This design comes from an exercise in tuning for small area on the open sky130 flow, not from production work.
Only simulation tests tie the RTL to the original design; equivalence was not proved.
Power figures rest on the tool's default switching activity, not on a simulated workload.

==> run a: inputs <==
// mg_node
module mg_node (
  input  logic              clk_in,
  input  logic              rst_in,
  input  logic              rx_valid,
  input  mg_pkg::data_t     rx_data,
  input  mg_pkg::keep_t     rx_keep,
  input  logic              rx_last,
  output logic              credit_return,
  output logic              dev_en,
  output mg_pkg::sn_t       dev_sn,
  output mg_pkg::ip_addr_t  mcgroup_addr,
  output mg_pkg::ip_port_t  mcgroup_port,
  output mg_pkg::mac_addr_t src_mac_addr,
  output mg_pkg::ip_addr_t  src_ip_addr,
  output mg_pkg::ip_port_t  src_port,
  output mg_pkg::sgap_t     local_sgap
);
clock: 8.0 ns
lec_check: 0
abc_area: 1
cap_margin: 5
core_margin: 2
core_utilization: 45
slew_margin: 5
standard.sh (not shown) runs the stock make flow with config.mk's settings and CLKGATE_MAP_FILE= SYNTH_SCRIPT=/design/flow/synth_recipe.tcl, a recipe that flattens the netlist after the stock synthesis.
==> flow/flow/run.sh <==
#!/bin/bash
# Layout flow: the standard synthesis, then the combinational logic between
# the (untouched) registers is remapped by ABC for area and proved equivalent
# to the standard netlist; then the standard ORFS layout with single-size port
# buffers and a clock tree of small buffers.
set -euo pipefail
F=$(pwd)/flow
R=$(pwd)/orfs/results/sky130hd/mg_node/base
LIB=$FLOW_HOME/platforms/sky130hd/lib/sky130_fd_sc_hd__tt_025C_1v80.lib

bash standard.sh synth > synth_std.log 2>&1

# --- remap combinational logic ---
cp $R/1_2_yosys.v $R/1_2_yosys.std.v
cat > resynth.ys <<EOY
read_liberty -ignore_miss_func $LIB
blackbox $(cat $F/seqcells.txt)
read_verilog $R/1_2_yosys.std.v
hierarchy -top $FLOW_TOP
flatten
opt_clean
abc -script $F/area.script -liberty $LIB $(cat $F/dontuse.txt) -D 8000
opt_clean -purge
hilomap -singleton -hicell sky130_fd_sc_hd__conb_1 HI -locell sky130_fd_sc_hd__conb_1 LO
splitnets
opt_clean -purge
stat -liberty $LIB
write_verilog -noattr -noexpr -nohex -nodec $R/1_2_yosys.new.v
EOY
ok=0
if yosys -l resynth.log -q resynth.ys > /dev/null 2>&1; then
  # combinational equivalence with the registers as cut points
  python3 $F/cutff.py $R/1_2_yosys.std.v eq_a.v $F/seqcells.txt
  python3 $F/cutff.py $R/1_2_yosys.new.v eq_b.v $F/seqcells.txt
  cat > eq.ys <<EOY
read_liberty -ignore_miss_func $LIB
read_verilog eq_a.v
rename $FLOW_TOP gold
read_verilog eq_b.v
rename $FLOW_TOP gate
flatten gold gate
miter -equiv -flatten gold gate miter
hierarchy -top miter
opt_clean
techmap
opt -fast
aigmap
write_aiger -zinit eq_miter.aig
EOY
  if yosys -l eq_yosys.log -q eq.ys > /dev/null 2>&1; then
    yosys-abc -c "read_aiger eq_miter.aig; strash; iprove" > eq_abc.log 2>&1 || true
    na=$(grep -c '^\s*sky130_fd_sc_hd__\(dfxtp\|edfxtp\|dfrtp\|dfxbp\)' $R/1_2_yosys.std.v || true)
    nb=$(grep -c '^\s*sky130_fd_sc_hd__\(dfxtp\|edfxtp\|dfrtp\|dfxbp\)' $R/1_2_yosys.new.v || true)
    if grep -q "^UNSATISFIABLE" eq_abc.log && [ "$na" = "$nb" ]; then ok=1; fi
  fi
fi
if [ $ok = 1 ]; then
  echo "remapped netlist proved equivalent; using it" > resynth_status.log
  cp $R/1_2_yosys.new.v $R/1_2_yosys.v
else
  echo "remap not used" > resynth_status.log
fi
rm -f $R/1_synth.odb
touch $R/1_2_yosys.v

export BUFFER_PORTS_ARGS="-buffer_cell sky130_fd_sc_hd__buf_1"
export CTS_ARGS="-sink_clustering_enable -repair_clock_nets -dont_use_dummy_load -buf_list {sky130_fd_sc_hd__clkbuf_2}"
bash standard.sh finish > standard.log 2>&1
Other scripts of this flow, unchanged in this note and not shown: flow/flow/area.script, flow/flow/cutff.py, flow/flow/dontuse.txt, flow/flow/seqcells.txt
==> run b: changes against run a <==
--- a/flow/design.v
+++ b/flow/design.v
@@ -81,13 +81,15 @@
   logic [7:0] lane_d [8];
   logic       lane_k [8];
   logic [7:0] s1_d [8], s2_d [8], rot_d [8];
   logic       s1_k [8], s2_k [8], rot_k [8];
   logic [2:0] row [8];
   logic [43:0] we;
-  assign nbytes   = 4'($countones(rx_keep));
+  assign nbytes   = rx_keep[0] ? 4'd8 : rx_keep[1] ? 4'd7 : rx_keep[2] ? 4'd6 :
+                    rx_keep[3] ? 4'd5 : rx_keep[4] ? 4'd4 : rx_keep[5] ? 4'd3 :
+                    rx_keep[6] ? 4'd2 : 4'd1;
   assign len_next = acnt + 6'(nbytes);
   always_comb begin
     for (int i = 0; i < 8; i++) begin
       lane_d[i] = rx_data[(7-i)*8 +: 8];
       lane_k[i] = rx_keep[7-i];
     end
@@ -104,13 +106,13 @@
       rot_k[j] = acnt[2] ? s2_k[(j+4)%8] : s2_k[j];
     end
     for (int j = 0; j < 8; j++) begin
       row[j] = acnt[5:3] + ((3'(j) < acnt[2:0]) ? 3'd1 : 3'd0);
     end
     for (int p = 0; p < 44; p++) begin
-      we[p] = rot_k[p%8] && (row[p%8] == 3'(p/8));
+      we[p] = (acnt <= 6'(p)) && (len_next > 6'(p));
     end
   end
   logic        hr, hs, hn;         
   logic        ok_r, ok_s, ok_n;
   logic        pend_resn;          
   logic        pend_name;          
@@ -186,35 +188,39 @@
     end
     for (int p = 32; p < 44; p++) begin
       if (rx_valid && we[p]) tail[p] <= rot_d[p%8];
     end
   end
   logic name_ok;
-  always_ff @(posedge clk_in) begin
-    if (rst_in) begin
-      dev_en       <= 1'b0;
-      name_ok      <= 1'b0;
-      dev_sn       <= '0;
-      mcgroup_addr <= '0;
-      mcgroup_port <= '0;
-      src_mac_addr <= '0;
-      src_ip_addr  <= '0;
-      src_port     <= '0;
-      local_sgap   <= '0;
-    end else begin
-      dev_en <= name_ok;
-      if (apply_resn) begin
-        name_ok      <= pend_name;
-        dev_sn       <= {abank[18], abank[19], abank[20], abank[21],
-                         abank[22], abank[23], abank[24], abank[25]};
-        mcgroup_addr <= {abank[26], abank[27], abank[28], abank[29]};
-        mcgroup_port <= {abank[30], abank[31]};
-        src_mac_addr <= {tail[32], tail[33], tail[34], tail[35], tail[36], tail[37]};
-        src_ip_addr  <= {tail[38], tail[39], tail[40], tail[41]};
-        src_port     <= {tail[42], tail[43]};
-      end
-      if (apply_sgap) begin
-        local_sgap   <= {abank[18], abank[19], abank[20], abank[21]};
-      end
-    end
+  logic r_ld0, r_ld1, r_hold, g_ld0, g_ld1, g_hold;
+  logic [111:0] rb0, rb1, rq, rd;
+  logic [95:0]  tl, tq, td;
+  logic [31:0]  gb0, gb1, gq, gd;
+  assign r_ld0  = apply_resn && !ab && !rst_in;
+  assign r_ld1  = apply_resn &&  ab && !rst_in;
+  assign r_hold = !apply_resn && !rst_in;
+  assign g_ld0  = apply_sgap && !ab && !rst_in;
+  assign g_ld1  = apply_sgap &&  ab && !rst_in;
+  assign g_hold = !apply_sgap && !rst_in;
+  always_comb begin
+    for (int p = 18; p < 32; p++) begin
+      rb0[(31-p)*8 +: 8] = bank0[p];
+      rb1[(31-p)*8 +: 8] = bank1[p];
+    end
+    for (int p = 32; p < 44; p++) tl[(43-p)*8 +: 8] = tail[p];
+    gb0 = rb0[111:80];
+    gb1 = rb1[111:80];
+  end
+  assign rq = {dev_sn, mcgroup_addr, mcgroup_port};
+  assign tq = {src_mac_addr, src_ip_addr, src_port};
+  assign gq = local_sgap;
+  assign rd = ({112{r_ld0}} & rb0) | ({112{r_ld1}} & rb1) | ({112{r_hold}} & rq);
+  assign td = ({96{r_ld0 | r_ld1}} & tl) | ({96{r_hold}} & tq);
+  assign gd = ({32{g_ld0}} & gb0) | ({32{g_ld1}} & gb1) | ({32{g_hold}} & gq);
+  always_ff @(posedge clk_in) begin
+    {dev_sn, mcgroup_addr, mcgroup_port}    <= rd;
+    {src_mac_addr, src_ip_addr, src_port}   <= td;
+    local_sgap                              <= gd;
+    dev_en  <= name_ok && !rst_in;
+    name_ok <= ((r_ld0 | r_ld1) && pend_name) || (r_hold && name_ok);
   end
 endmodule
--- a/flow/flow/run.sh
+++ b/flow/flow/run.sh
@@ -60,9 +60,10 @@
 else
   echo "remap not used" > resynth_status.log
 fi
 rm -f $R/1_synth.odb
 touch $R/1_2_yosys.v
 
+export DONT_USE_CELLS="sky130_fd_sc_hd__buf_4 sky130_fd_sc_hd__buf_6 sky130_fd_sc_hd__buf_8 sky130_fd_sc_hd__buf_12 sky130_fd_sc_hd__buf_16"
 export BUFFER_PORTS_ARGS="-buffer_cell sky130_fd_sc_hd__buf_1"
-export CTS_ARGS="-sink_clustering_enable -repair_clock_nets -dont_use_dummy_load -buf_list {sky130_fd_sc_hd__clkbuf_2}"
+export CTS_ARGS="-sink_clustering_enable -repair_clock_nets -dont_use_dummy_load -sink_clustering_size 9 -sink_clustering_max_diameter 45 -buf_list {sky130_fd_sc_hd__clkbuf_4}"
 bash standard.sh finish > standard.log 2>&1
==> flow/config.mk (replaced) <==
export PLATFORM = sky130hd
export DESIGN_NAME = mg_node
export DESIGN_NICKNAME = mg_node
export VERILOG_FILES = /design/flow/design.v
export SDC_FILE = /design/flow/constraint.sdc
export NUM_CORES = 8
export LEC_CHECK = 0
export ABC_AREA = 1
export CAP_MARGIN = 20
export CORE_MARGIN = 2
export CORE_UTILIZATION = 65
export SLEW_MARGIN = 20
==> run c: changes against run a <==
--- a/flow/design.v
+++ b/flow/design.v
@@ -81,13 +81,15 @@
   logic [7:0] lane_d [8];
   logic       lane_k [8];
   logic [7:0] s1_d [8], s2_d [8], rot_d [8];
   logic       s1_k [8], s2_k [8], rot_k [8];
   logic [2:0] row [8];
   logic [43:0] we;
-  assign nbytes   = 4'($countones(rx_keep));
+  assign nbytes   = rx_keep[0] ? 4'd8 : rx_keep[1] ? 4'd7 : rx_keep[2] ? 4'd6 :
+                    rx_keep[3] ? 4'd5 : rx_keep[4] ? 4'd4 : rx_keep[5] ? 4'd3 :
+                    rx_keep[6] ? 4'd2 : 4'd1;
   assign len_next = acnt + 6'(nbytes);
   always_comb begin
     for (int i = 0; i < 8; i++) begin
       lane_d[i] = rx_data[(7-i)*8 +: 8];
       lane_k[i] = rx_keep[7-i];
     end
@@ -104,13 +106,13 @@
       rot_k[j] = acnt[2] ? s2_k[(j+4)%8] : s2_k[j];
     end
     for (int j = 0; j < 8; j++) begin
       row[j] = acnt[5:3] + ((3'(j) < acnt[2:0]) ? 3'd1 : 3'd0);
     end
     for (int p = 0; p < 44; p++) begin
-      we[p] = rot_k[p%8] && (row[p%8] == 3'(p/8));
+      we[p] = (acnt <= 6'(p)) && (len_next > 6'(p));
     end
   end
   logic        hr, hs, hn;         
   logic        ok_r, ok_s, ok_n;
   logic        pend_resn;          
   logic        pend_name;          
@@ -186,35 +188,39 @@
     end
     for (int p = 32; p < 44; p++) begin
       if (rx_valid && we[p]) tail[p] <= rot_d[p%8];
     end
   end
   logic name_ok;
-  always_ff @(posedge clk_in) begin
-    if (rst_in) begin
-      dev_en       <= 1'b0;
-      name_ok      <= 1'b0;
-      dev_sn       <= '0;
-      mcgroup_addr <= '0;
-      mcgroup_port <= '0;
-      src_mac_addr <= '0;
-      src_ip_addr  <= '0;
-      src_port     <= '0;
-      local_sgap   <= '0;
-    end else begin
-      dev_en <= name_ok;
-      if (apply_resn) begin
-        name_ok      <= pend_name;
-        dev_sn       <= {abank[18], abank[19], abank[20], abank[21],
-                         abank[22], abank[23], abank[24], abank[25]};
-        mcgroup_addr <= {abank[26], abank[27], abank[28], abank[29]};
-        mcgroup_port <= {abank[30], abank[31]};
-        src_mac_addr <= {tail[32], tail[33], tail[34], tail[35], tail[36], tail[37]};
-        src_ip_addr  <= {tail[38], tail[39], tail[40], tail[41]};
-        src_port     <= {tail[42], tail[43]};
-      end
-      if (apply_sgap) begin
-        local_sgap   <= {abank[18], abank[19], abank[20], abank[21]};
-      end
-    end
+  logic r_ld0, r_ld1, r_hold, g_ld0, g_ld1, g_hold;
+  logic [111:0] rb0, rb1, rq, rd;
+  logic [95:0]  tl, tq, td;
+  logic [31:0]  gb0, gb1, gq, gd;
+  assign r_ld0  = apply_resn && !ab && !rst_in;
+  assign r_ld1  = apply_resn &&  ab && !rst_in;
+  assign r_hold = !apply_resn && !rst_in;
+  assign g_ld0  = apply_sgap && !ab && !rst_in;
+  assign g_ld1  = apply_sgap &&  ab && !rst_in;
+  assign g_hold = !apply_sgap && !rst_in;
+  always_comb begin
+    for (int p = 18; p < 32; p++) begin
+      rb0[(31-p)*8 +: 8] = bank0[p];
+      rb1[(31-p)*8 +: 8] = bank1[p];
+    end
+    for (int p = 32; p < 44; p++) tl[(43-p)*8 +: 8] = tail[p];
+    gb0 = rb0[111:80];
+    gb1 = rb1[111:80];
+  end
+  assign rq = {dev_sn, mcgroup_addr, mcgroup_port};
+  assign tq = {src_mac_addr, src_ip_addr, src_port};
+  assign gq = local_sgap;
+  assign rd = ({112{r_ld0}} & rb0) | ({112{r_ld1}} & rb1) | ({112{r_hold}} & rq);
+  assign td = ({96{r_ld0 | r_ld1}} & tl) | ({96{r_hold}} & tq);
+  assign gd = ({32{g_ld0}} & gb0) | ({32{g_ld1}} & gb1) | ({32{g_hold}} & gq);
+  always_ff @(posedge clk_in) begin
+    {dev_sn, mcgroup_addr, mcgroup_port}    <= rd;
+    {src_mac_addr, src_ip_addr, src_port}   <= td;
+    local_sgap                              <= gd;
+    dev_en  <= name_ok && !rst_in;
+    name_ok <= ((r_ld0 | r_ld1) && pend_name) || (r_hold && name_ok);
   end
 endmodule
--- a/flow/flow/run.sh
+++ b/flow/flow/run.sh
@@ -60,9 +60,11 @@
 else
   echo "remap not used" > resynth_status.log
 fi
 rm -f $R/1_synth.odb
 touch $R/1_2_yosys.v
 
+export DONT_USE_CELLS="sky130_fd_sc_hd__buf_4 sky130_fd_sc_hd__buf_6 sky130_fd_sc_hd__buf_8 sky130_fd_sc_hd__buf_12 sky130_fd_sc_hd__buf_16"
+export GPL_KEEP_OVERFLOW=0
 export BUFFER_PORTS_ARGS="-buffer_cell sky130_fd_sc_hd__buf_1"
-export CTS_ARGS="-sink_clustering_enable -repair_clock_nets -dont_use_dummy_load -buf_list {sky130_fd_sc_hd__clkbuf_2}"
+export CTS_ARGS="-sink_clustering_enable -repair_clock_nets -dont_use_dummy_load -sink_clustering_size 9 -sink_clustering_max_diameter 45 -buf_list {sky130_fd_sc_hd__clkbuf_4}"
 bash standard.sh finish > standard.log 2>&1
==> flow/config.mk (replaced) <==
export PLATFORM = sky130hd
export DESIGN_NAME = mg_node
export DESIGN_NICKNAME = mg_node
export VERILOG_FILES = /design/flow/design.v
export SDC_FILE = /design/flow/constraint.sdc
export NUM_CORES = 8
export LEC_CHECK = 0
export ABC_AREA = 1
export CAP_MARGIN = 20
export CORE_MARGIN = 2
export CORE_UTILIZATION = 45
export SLEW_MARGIN = 20
==> results.txt <==
The run finished with no timing, DRC or antenna violations. The critical path is of the primary input to register type. Measured in cells, the most critical reg-to-reg path has a length of 24.

The area growth from synthesis to layout is 15.1%. The run gives 8.08 nW as the reported leakage power. At the later pin of the worst-skew pair, clock insertion delay measures 0.86 ns.

The routed design uses 38000 um of met2 wire. Summed over the clock group, the power is 1.43 mW. CTS placed an instance of clkbuf_4 at the clock tree root.

The power per cell area was 218 nW/um^2; the total instance count after detailed placement was 2884. For the worst setup path, the data required time is 8.75 ns.
Source of the figures above: run c

==> results.txt <==
The data required time of the critical path came out at 8.71 ns. Summed over all layers, the global routing overflow is 0. Power per cell area: 220 nW/um^2. The logs give 0.84 ns for the worst-skew pair later-pin latency and 34600 um for the amount of wire on met2 after detailed routing.

Relative to the synthesized area, the layout overhead comes to 12.7%. The tightest min-delay check is of the register to register type. Once placement completed, the tool counted placed cells totaling 2695.

In this run, power in the clock network comes to 1.36 mW. For this design the static power due to leakage is 8.04 nW. The run finished with no timing, DRC or antenna violations.
Source of the figures above: run b

==> results.txt <==
Clock latency on the worst-skew pair, taken at its later pin, is 1.29 ns. STA puts the critical path data required time at 9.17 ns. The flow ran to the end and the layout has no timing, DRC or antenna violations. The critical path class was register to register.

The number of placed instances, taps included, is 3023. After detailed routing, the met2 layer carries 33900 um of wire. The area growth from synthesis to layout is 14.0%. The number of cells on the worst reg-to-reg path is 20. In this run, power in the clock network comes to 1.58 mW. In this run the clock root is driven by a clkbuf_2.
Source of the figures above: run a

[port drivers added, routing unchanged]
No port has a modelled driver above. Below, the same layouts with a new extraction and two added sets of constraints. Step 1 (the two cells are an assumption about what drives the block):
set clk [get_ports {clk_in}]
set_driving_cell -lib_cell sky130_fd_sc_hd__clkbuf_16 $clk
set_driving_cell -lib_cell sky130_fd_sc_hd__buf_2 [delete_from_list [all_inputs] $clk]
Step 2 times the ports against the registers' clock, not the clock port: input delays grow and output delays shrink by t, the midpoint of the rising clock arrivals with the driver on. Slacks: ideal / step 1 / step 2; pairs: ideal / step 1.
run	t (ns)	setup WS [ns]	clock arrival spread, ns	worst register clock-pin slew, ns
run a	1.297	2.500 / 2.500 / 2.146	0.170 / 0.171	0.11 / 0.11
run b	0.839	1.457 / 1.489 / 0.651	0.105 / 0.105	0.10 / 0.10
run c	0.877	0.945 / 0.968 / 0.091	0.120 / 0.120	0.11 / 0.11
After both steps every run listed still meets setup and hold. For run c, which loses most, drivers alone change the setup slack by +0.023 ns; drivers and shift together by -0.854 ns.
